Context: an optimization exercise on an open-source flow, tuned for small area, a short achievable clock period and few clock cycles per item. The choices shown serve that exercise and are no tape-out recipe. Function was checked by simulation only, so behaviour that the tests miss may differ from the original.

$ cat design/flow/run.sh
#!/bin/bash
# synth_recipe.tcl (not shown) runs the flow's synth.tcl, then flattens the netlist and writes it again
# the make line also repeats each setting of config.mk as NAME=value (left out here)
make -C /OpenROAD-flow-scripts/flow DESIGN_CONFIG=/design/flow/config.mk WORK_HOME=/design/flow/orfs CLKGATE_MAP_FILE= SYNTH_SCRIPT=/design/flow/synth_recipe.tcl finish
$ cat design/flow/config.mk
export PLATFORM = sky130hd
export DESIGN_NAME = zero_order_phase_correct
export DESIGN_NICKNAME = zero_order_phase_correct
export VERILOG_FILES = /design/flow/design.v
export SDC_FILE = /design/flow/constraint.sdc
export NUM_CORES = 4
export LEC_CHECK = 0
export CAP_MARGIN = 20
export CORE_MARGIN = 2
export CORE_UTILIZATION = 40
export SLEW_MARGIN = 20
$ cat design/flow/constraint.sdc
create_clock -name core_clock -period 10.0 [get_ports {clk}]
set_input_delay 2.0000 -clock core_clock [delete_from_list [all_inputs] [get_ports {clk}]]
set_output_delay 2.0000 -clock core_clock [all_outputs]
set_load 0.01 [all_outputs]
$ cat design/flow/design.v
`default_nettype none
package zopc_pkg;
	localparam int PHASE_POINTS_DEF = 30;
	localparam int SMP_W = 18;
	localparam int SUM_W = 24;
	localparam int ANG_W = 16;
	localparam int XY_W = 27;
	localparam int Z_W = 18;
	localparam int ITERS = 15;
	localparam int IT_W = 4;
	localparam int PROD_W = XY_W + 17;
	localparam logic [15:0] INV_GAIN = 16'd39797;
	typedef struct packed {
		logic take;
		logic vec_load;
		logic step;
		logic rd;
		logic rot_load;
		logic mul;
		logic emit;
	} zopc_cmd_t;
	typedef struct packed {
		logic phase_ready;
		logic go_vec;
		logic sum_zero;
		logic iter_last;
		logic out_free;
		logic more;
	} zopc_stat_t;
endpackage
`default_nettype wire
`default_nettype none
module zero_order_phase_correct (
	input wire logic clk,
	input wire logic arst_n,
	input wire logic sample_valid,
	output logic sample_ready,
	input wire logic signed [17:0] sample_real,
	input wire logic signed [17:0] sample_imag,
	input wire logic last_sample,
	output logic result_valid,
	input wire logic result_ready,
	output logic signed [17:0] rotated_real,
	output logic signed [17:0] rotated_imag,
	output logic last_out
);
	localparam int N = 47;            
	localparam int CW = 6;            
	localparam int XW = 24;           
	localparam int VW = 26;           
	localparam int NS = 15;           
	function automatic logic [15:0] atan_v(input logic [3:0] i);
		case (i)
			4'd0: atan_v = 16'd8192;
			4'd1: atan_v = 16'd4836;
			4'd2: atan_v = 16'd2555;
			4'd3: atan_v = 16'd1297;
			4'd4: atan_v = 16'd651;
			4'd5: atan_v = 16'd326;
			4'd6: atan_v = 16'd163;
			4'd7: atan_v = 16'd81;
			4'd8: atan_v = 16'd41;
			4'd9: atan_v = 16'd20;
			4'd10: atan_v = 16'd10;
			4'd11: atan_v = 16'd5;
			4'd12: atan_v = 16'd3;
			4'd13: atan_v = 16'd1;
			4'd14: atan_v = 16'd1;
			default: atan_v = 16'd0;
		endcase
	endfunction
	function automatic logic signed [23:0] sat_add(input logic signed [23:0] a,
			input logic signed [17:0] b);
		logic signed [24:0] s;
		s = {a[23], a} + {{7{b[17]}}, b};
		if (s[24] != s[23]) sat_add = s[24] ? 24'sh800000 : 24'sh7FFFFF;
		else sat_add = s[23:0];
	endfunction
	logic [36:0] rg [N];      
	logic        rgv [N];
	logic [36:0] wd;          
	logic        wv;
	logic        ready_q;     
	logic        ins;         
	logic        issue;       
	logic [CW-1:0] cnt;       
	logic [CW-1:0] ahead;     
	logic        ins_q;       
	assign ins = sample_valid & ready_q;
	assign sample_ready = ready_q;
	always_ff @(posedge clk) begin
		rg[0] <= wv ? wd : {last_sample, sample_imag, sample_real};
		for (int k = 1; k < N; k++) rg[k] <= rg[k-1];
		wd <= rg[N-1];
	end
	always_ff @(posedge clk or negedge arst_n) begin
		if (!arst_n) begin
			for (int k = 0; k < N; k++) rgv[k] <= 1'b0;
			wv <= 1'b0;
			cnt <= '0;
			ahead <= '0;
			ins_q <= 1'b0;
		end else begin
			rgv[0] <= wv | ins;
			for (int k = 1; k < N; k++) rgv[k] <= rgv[k-1];
			wv <= rgv[N-1] & ~issue;
			cnt <= cnt + CW'(ins) - CW'(issue);
			ins_q <= ins;
			if (rgv[N-1] & ~issue) begin
				if (ahead == '0) ahead <= cnt + CW'(ins) - CW'(1);
				else ahead <= ahead - CW'(1);
			end
		end
	end
	logic [4:0] hcnt;             
	logic signed [23:0] sum_re, sum_im;
	logic signed [23:0] s_re, s_im;
	logic in_head, hd;
	logic [4:0] hcnt_nx;
	assign in_head = (hcnt != 5'd30);
	assign hd = ins_q & in_head & ((hcnt == 5'd29) | rg[0][36]);
	assign s_re = sat_add((hcnt == 5'd0) ? 24'sd0 : sum_re, rg[0][17:0]);
	assign s_im = sat_add((hcnt == 5'd0) ? 24'sd0 : sum_im, rg[0][35:18]);
	assign hcnt_nx = !ins_q ? hcnt : rg[0][36] ? 5'd0 : in_head ? hcnt + 5'd1 : hcnt;
	always_ff @(posedge clk) begin
		if (ins_q & in_head) begin
			sum_re <= s_re;
			sum_im <= s_im;
		end
	end
	logic [47:0] sq0, sq1;
	logic [1:0] sqc;
	logic vbusy, vabs, vzero, vwait;
	logic [3:0] vit;
	logic signed [VW-1:0] vx, vy, vxs, vys;
	logic [15:0] vz, vat, vz_nx;
	logic vcw, vload, vdone;
	logic [47:0] vsrc;
	logic [15:0] pf0, pf1;
	logic [1:0] pfc;
	logic pf_pop;
	logic sq_push, sq_pop;
	assign sq_push = hd & ((sqc != 2'd0) | vbusy);
	assign sq_pop = vload & (sqc != 2'd0);
	assign vload = ~vbusy & ((sqc != 2'd0) | hd);
	assign vsrc = (sqc != 2'd0) ? sq0 : {s_im, s_re};
	assign vcw = ~vy[VW-1] & (vy != '0);
	assign vxs = vx >>> vit;
	assign vys = vy >>> vit;
	assign vat = atan_v(vit);
	assign vz_nx = vcw ? vz + vat : vz - vat;
	assign vdone = vbusy & ~vabs & (vit == 4'd14) & (pfc != 2'd2);
	assign vwait = vbusy & ~vabs & (vit == 4'd14) & (pfc == 2'd2);
	always_ff @(posedge clk) begin
		if (vload) begin
			vx <= {{(VW-24){vsrc[23]}}, vsrc[23:0]};
			vy <= {{(VW-24){vsrc[47]}}, vsrc[47:24]};
		end else if (vbusy & vabs) begin
			if (vx[VW-1]) begin
				vx <= -vx;
				vy <= -vy;
				vz <= 16'd32768;
			end else vz <= 16'd0;
			vzero <= (vx == '0) & (vy == '0);
		end else if (vbusy & ~vwait) begin
			vx <= vx + (vys ^ {VW{~vcw}}) + {{(VW-1){1'b0}}, ~vcw};
			vy <= vy + (vxs ^ {VW{vcw}}) + {{(VW-1){1'b0}}, vcw};
			vz <= vz_nx;
		end
		if (sq_pop) begin
			if (sqc == 2'd2) begin
				sq0 <= sq1;
				if (sq_push) sq1 <= {s_im, s_re};
			end else if (sq_push) sq0 <= {s_im, s_re};
		end else if (sq_push) begin
			if (sqc == 2'd0) sq0 <= {s_im, s_re};
			else sq1 <= {s_im, s_re};
		end
		if (vdone) begin
			if ((pfc == 2'd0) | ((pfc == 2'd1) & pf_pop)) pf0 <= vzero ? 16'd0 : vz_nx;
			else pf1 <= vzero ? 16'd0 : vz_nx;
		end
		if (pf_pop & (pfc == 2'd2)) pf0 <= pf1;
	end
	always_ff @(posedge clk or negedge arst_n) begin
		if (!arst_n) begin
			hcnt <= 5'd0;
			sqc <= 2'd0;
			vbusy <= 1'b0;
			vabs <= 1'b0;
			vit <= 4'd0;
			pfc <= 2'd0;
		end else begin
			hcnt <= hcnt_nx;
			sqc <= sqc + 2'(sq_push) - 2'(sq_pop);
			if (vload) begin
				vbusy <= 1'b1;
				vabs <= 1'b1;
			end else if (vbusy & vabs) begin
				vabs <= 1'b0;
				vit <= 4'd0;
			end else if (vdone) begin
				vbusy <= 1'b0;
			end else if (vbusy & ~vwait) begin
				vit <= vit + 4'd1;
			end
			pfc <= pfc + 2'(vdone) - 2'(pf_pop);
		end
	end
	logic adv;                    
	logic prev_last;              
	logic wact;                   
	logic [3:0] wk;
	logic signed [16:0] zc;
	logic [NS-1:0] dir;
	logic flipreg;
	logic first_iss;
	logic p_flip, p_d0;
	logic signed [16:0] p_z0, p_z1;
	logic signed [15:0] p_n;
	logic issue_ok;
	always_comb begin
		p_n = -$signed(pf0);
		if (p_n > 16'sd16384) p_z0 = {p_n[15], p_n} - 17'sd32768;
		else if (p_n < -16'sd16384) p_z0 = {p_n[15], p_n} + 17'sd32768;
		else p_z0 = {p_n[15], p_n};
		p_flip = (p_n > 16'sd16384) | (p_n < -16'sd16384);
		p_d0 = ~p_z0[16];
		p_z1 = p_d0 ? p_z0 - 17'sd8192 : p_z0 + 17'sd8192;
	end
	assign first_iss = prev_last;
	assign issue_ok = ~first_iss | ((pfc != 2'd0) & ~wact);
	assign issue = rgv[N-1] & (ahead == '0) & adv & issue_ok;
	assign pf_pop = issue & first_iss;
	always_ff @(posedge clk) begin
		if (pf_pop) begin
			dir[0] <= p_d0;
			flipreg <= p_flip;
			zc <= p_z1;
		end else if (adv & wact) begin
			for (int k = 1; k < NS; k++)
				if (wk == 4'(k)) dir[k] <= ~zc[16];
			zc <= zc[16] ? zc + $signed({1'b0, atan_v(wk)}) : zc - $signed({1'b0, atan_v(wk)});
		end
	end
	always_ff @(posedge clk or negedge arst_n) begin
		if (!arst_n) begin
			prev_last <= 1'b1;
			wact <= 1'b0;
			wk <= 4'd0;
		end else begin
			if (issue) prev_last <= rg[N-1][36];
			if (pf_pop) begin
				wact <= 1'b1;
				wk <= 4'd1;
			end else if (adv & wact) begin
				wk <= wk + 4'd1;
				if (wk == 4'd14) wact <= 1'b0;
			end
		end
	end
	logic signed [XW-1:0] px [NS+1];
	logic signed [XW-1:0] py [NS+1];
	logic pv [NS+1];
	logic pl [NS+1];
	logic flip_use;
	logic signed [18:0] i_re, i_im;
	assign flip_use = first_iss ? p_flip : flipreg;
	assign i_re = flip_use ? -$signed({rg[N-1][17], rg[N-1][17:0]}) : $signed({rg[N-1][17], rg[N-1][17:0]});
	assign i_im = flip_use ? -$signed({rg[N-1][35], rg[N-1][35:18]}) : $signed({rg[N-1][35], rg[N-1][35:18]});
	always_ff @(posedge clk) begin
		if (adv) begin
			px[0] <= {i_re[18], i_re, 4'b0000};
			py[0] <= {i_im[18], i_im, 4'b0000};
			pl[0] <= rg[N-1][36];
		end
	end
	for (genvar k = 0; k < NS; k++) begin : g_stage
		logic signed [XW-1:0] xs, ys, xn, yn;
		assign xs = px[k] >>> k;
		assign ys = py[k] >>> k;
		assign xn = px[k] + (ys ^ {XW{dir[k]}}) + {{(XW-1){1'b0}}, dir[k]};
		assign yn = py[k] + (xs ^ {XW{~dir[k]}}) + {{(XW-1){1'b0}}, ~dir[k]};
		always_ff @(posedge clk) begin
			if (adv) begin
				px[k+1] <= xn;
				py[k+1] <= yn;
				pl[k+1] <= pl[k];
			end
		end
	end
	logic signed [39:0] ma_x, mb_x, ma_y, mb_y;
	logic mv, ml;
	logic signed [39:0] gx, gy;
	assign gx = {{16{px[NS][XW-1]}}, px[NS]};
	assign gy = {{16{py[NS][XW-1]}}, py[NS]};
	always_ff @(posedge clk) begin
		if (adv) begin
			ma_x <= (gx <<< 15) + (gx <<< 13) - (gx <<< 10) - (gx <<< 7);
			mb_x <= (gx <<< 2) + gx - (gx <<< 4) + 40'sd524288;
			ma_y <= (gy <<< 15) + (gy <<< 13) - (gy <<< 10) - (gy <<< 7);
			mb_y <= (gy <<< 2) + gy - (gy <<< 4) + 40'sd524288;
			ml <= pl[NS];
		end
	end
	always_ff @(posedge clk or negedge arst_n) begin
		if (!arst_n) begin
			for (int k = 0; k <= NS; k++) pv[k] <= 1'b0;
			mv <= 1'b0;
		end else if (adv) begin
			pv[0] <= issue;
			for (int k = 0; k < NS; k++) pv[k+1] <= pv[k];
			mv <= pv[NS];
		end
	end
	function automatic logic [17:0] clip20(input logic signed [39:0] p);
		logic [19:0] r;
		r = p[39:20];
		if (r[19:17] == 3'b000 || r[19:17] == 3'b111) clip20 = r[17:0];
		else clip20 = r[19] ? 18'h20000 : 18'h1FFFF;
	endfunction
	logic [36:0] ob0, ob1;
	logic wp, rp;
	logic [1:0] ocnt;
	logic push, pop, rv_q;
	logic [1:0] ocnt_nx;
	assign adv = (ocnt != 2'd2);
	assign push = adv & mv;
	assign pop = rv_q & result_ready;
	assign ocnt_nx = ocnt + 2'(push) - 2'(pop);
	always_ff @(posedge clk) begin
		if (push) begin
			if (wp) ob1 <= {ml, clip20(ma_y + mb_y), clip20(ma_x + mb_x)};
			else ob0 <= {ml, clip20(ma_y + mb_y), clip20(ma_x + mb_x)};
		end
	end
	always_ff @(posedge clk or negedge arst_n) begin
		if (!arst_n) begin
			wp <= 1'b0;
			rp <= 1'b0;
			ocnt <= 2'd0;
			rv_q <= 1'b0;
		end else begin
			if (push) wp <= ~wp;
			if (pop) rp <= ~rp;
			ocnt <= ocnt_nx;
			rv_q <= (ocnt_nx != 2'd0);
		end
	end
	assign result_valid = rv_q;
	assign rotated_real = rp ? ob1[17:0] : ob0[17:0];
	assign rotated_imag = rp ? ob1[35:18] : ob0[35:18];
	assign last_out = rp ? ob1[36] : ob0[36];
	logic liwl;                   
	logic [3:0] sf;               
	logic first_next, first_now;
	logic [3:0] sf_nx;
	logic [2:0] occ_nx;
	logic pot;
	logic ready_d;
	assign first_now = liwl;
	assign first_next = ins ? last_sample : liwl;
	assign sf_nx = (ins & first_now) ? 4'd1 : (sf == 4'd15) ? 4'd15 : sf + 4'd1;
	assign pot = ins & (hcnt_nx != 5'd30);
	assign occ_nx = {2'b00, vbusy & ~vdone} + 3'(sqc) + 3'(hd) + 3'(pot) + 3'd1;
	assign ready_d = ~(rgv[N-1] & ~issue) & (ahead == '0)
		& (occ_nx <= 3'd3)
		& ~(first_next & (sf_nx < 4'd15));
	always_ff @(posedge clk or negedge arst_n) begin
		if (!arst_n) begin
			liwl <= 1'b1;
			sf <= 4'd15;
			ready_q <= 1'b0;
		end else begin
			if (ins) liwl <= last_sample;
			sf <= sf_nx;
			ready_q <= ready_d;
		end
	end
endmodule
`default_nettype wire
==> summary.txt <==
Post-CTS setup buffers: 0
Synthesized flop and latch total: 3,109
Crit path DAT: 7.71 ns
Multi-input gate area: 59,370 µm²
CTS sink count: 3,109
Vias per cell: 5.069
Largest net degree at the start of global routing: 172
Crit Path Category: reg -> reg
FP Rows: 214
GR Overflow Total: 0
Vias: 84,540
Fillers: 30,710
Tot GR Track Use: 16.98%
H-Tree Depth: 5
Syn Nets: 12,870
Critical-path maximum fanout: 27
Clock-pin slew on the worst setup and hold paths: 0.06 ns
Most common cell after layout, fill and taps aside: dfxtp_1
Antenna Nets Post-Route: 0
Reg area: 75,040 µm²
Outcome: no timing/DRC/antenna violations
Die area: 346,900 µm²
Hold Path Class: reg -> reg
Final hold vios: 0
Measured slew at the worst slew-check pin: 1.053 ns
Pins Over Slew Limit: 0
Synthesis-to-layout area growth: 12.69%
Detail Placement HPWL: 220,100 µm
Max incr delay on CP: 0.96 ns
Initial antenna violation count: 8
Port Buffers: 79
Clock Skews: 0.06311 ns
Finished Layout Cells: 16,680
Sequential area share after synthesis: 54.82%
Final wirelength: 300,200 µm
Setup TNS: 0 ns
Final GP Congestion: 0.8910
Placed Cells: 16,080
Average size of a mapped cell: 11.80 µm²
Die height: 589 µm
CTS tree: done
RSZ-0062 raised after global routing: false
Clk latency of the worst-skew pair: 0.91 ns
Slew Limit Headroom: 29.78%
Total of max-cap violations: 0
Buffer and inverter count on the worst path: 3
Core Box Area: 340,300 µm²
Final instance area: 154,300 µm²
Io pins: 80
Fmax: 143.7 MHz
Gate Count Post-Synth: 11,600
Clk buf depth: 4
Hold-fix buffers, CTS: 0
CTS buffer count: 322
Initial Util: 40.22%
Placed Area: 143,200 µm²
Nets: 13,140
Clock root buffer: clkbuf_16
EDFF count, synth: 1,223
Drt drc: 0
Vias in the first global route: 85,840
Fraction of registers with async set/reset: 3.538%
1st-iter DRT viols: 4,901
Layout cells sized above 1: 7.447%
PostCTS Resize Cnt: 0
Crit-path slowest cell: ha_1
Die X-Extent: 589 µm
Type of origin of the critical path: flip-flop
Final setup viols: 0
Data required time of the critical path: 10.76 ns
Delay-heaviest family, CP: compound AO/OA/AOI/OAI gates
Synth Cell Area: 136,900 µm²
Final min period: 6.959 ns
Primary FF master, synth: dfxtp_1
TritonRoute pass-1 iters: 7
Final period utilization: 69.59%
Most frequent cells in the layout: 1,776 x dfxtp_1, 1,223 x edfxtp_1, 1,079 x ha_1, 939 x xnor2_1, 785 x nor2_1
Worst Setup End Kind: flip-flop
Netlist cell types: 105
Wire length per cell: 18.00 µm
Ys Warns: 7
First-pass GRT wire length: 474,300 µm
sequential cells by signal, summed over array words and instances (netlist names), 32 cells and up:
register and cells:
ma_y 32, rgv 47, ob1 37, px 371, py 371, sq0 48
ob0 37, wd 37, sq1 48, ma_x 32, rg 1739
final timing paths:
path / start / to / slack (ns) / cells after the start
worst max-delay path: hcnt[0] / vx[4] / 3.04 / 25
worst min-delay path: rg[44][0] / rg[45][0] / 0.30 / 0
worst max register to register: hcnt[0] / vx[4] / 3.04 / 25
worst min register to register: rg[44][0] / rg[45][0] / 0.30 / 0
max in group asynchronous: arst_n / wv / 7.34 / 3
min in group asynchronous: arst_n / wact / 0.97 / 1
through the flow:
stage | utilization, % | setup WS, ns | hold slack (ns)
CTS | 45.31 | 3.053 | 0.2952
finish | 45.33 | 3.041 | 0.2999
detailed placement | 42.09 | 3.157 | 0.3121
global route | 45.33 | 2.484 | 0.3017
floorplan | - | 2.096 | 0.3096
global placement | 42.09 | 2.969 | 0.3095
metal layers:
metal  vias to the layer above  track usage, %  wire, µm
li1                      41820               -         -
met1                     40710           21.65    134000
met2                      1505           29.66    145600
met3                       499           2.370     11510
met4                         6           5.373      9084
met5                         -               0        37
cell families after synthesis:
family / after synthesis / synth area share [%]
compound gates: 2359 / 11.12
xor+xnor: 1470 / 9.411
fa+ha+maj: 1241 / 12.19
buf+inv: 679 / 1.888
flops: 3109 / 54.82
mux: 183 / 1.765
simple gates: 2555 / 8.807
area by class of cell:
class / instances / share of cell area [%]
Timing Repair Buffer: 161 / 0.9312
Inverter: 465 / 1.136
Antenna cell: 2 / 0.003244
Multi-Input combinational cell: 7808 / 38.49
Clock buffer: 431 / 5.943
Tap cell: 4536 / 3.679
Sequential cell: 3109 / 48.65
Clock inverter: 165 / 1.168
synth_stat cells (19+ instances only):
library cell,n,area share (%)
o21a_1,155,0.85
a21oi_1,737,2.7
nand4_1,31,0.14
fa_1,157,2.3
and2_1,44,0.20
xnor2_1,939,6.0
a31oi_1,87,0.40
mux4_2,36,0.59
a211oi_1,77,0.42
mux2_2,107,0.88
o31ai_1,55,0.30
nor2_1,790,2.2
o211ai_1,40,0.22
buf_1,48,0.13
nor3_1,225,0.82
a21o_1,280,1.5
nor2b_1,165,0.75
dfrtp_1,104,1.9
nand2_1,645,1.8
a21boi_0,36,0.20
o21ai_0,446,1.6
xor2_1,530,3.4
mux2i_1,40,0.29
and3_1,98,0.45
nand3_1,181,0.66
nand2b_1,135,0.62
nor4_1,34,0.16
inv_1,462,1.3
ha_1,1079,9.9
edfxtp_1,1223,27
o21bai_1,102,0.56
clkbuf_1,146,0.40
dfxtp_1,1776,26
o41ai_1,20,0.13
a211o_1,19,0.12
or3_1,82,0.37
or2_2,46,0.21
a31o_2,37,0.24
worst register-to-register path, delay by kind of cell (launching register included):
family	cells	cell delay (ns)
xor+xnor	1	0.15
buf+inv	3	0.91
fa+ha+maj	3	1.42
simple gates	5	0.94
flops	1	0.44
compound gates	13	2.92
Testbench counts, summed over its fixed seeds: cycles 13,214, items 12,447.

re-timing with driven ports:
The flow's constraints put no driver on any port. The routed layout listed below was extracted and timed again, unchanged, in two steps.
Step 1: set_driving_cell puts a clkbuf_16 on clk and a buf_2 on each other input, an assumption about the parent block.
Step 2 times the ports against the registers' clock, not the clock port: input delays grow and output delays shrink by t, the midpoint of the rising clock arrivals with the driver on.
a / b / c = ideal ports / drivers / drivers and shift; a / b = the first two.
t, ns: 1.001
setup slack, ns: 3.041 / 3.041 / 3.041
worst setup path at the end: register to register
After both steps setup and hold are still met in this run. The setup slack of this run moves by 0.000 ns with the drivers and by 0.000 ns with both steps.
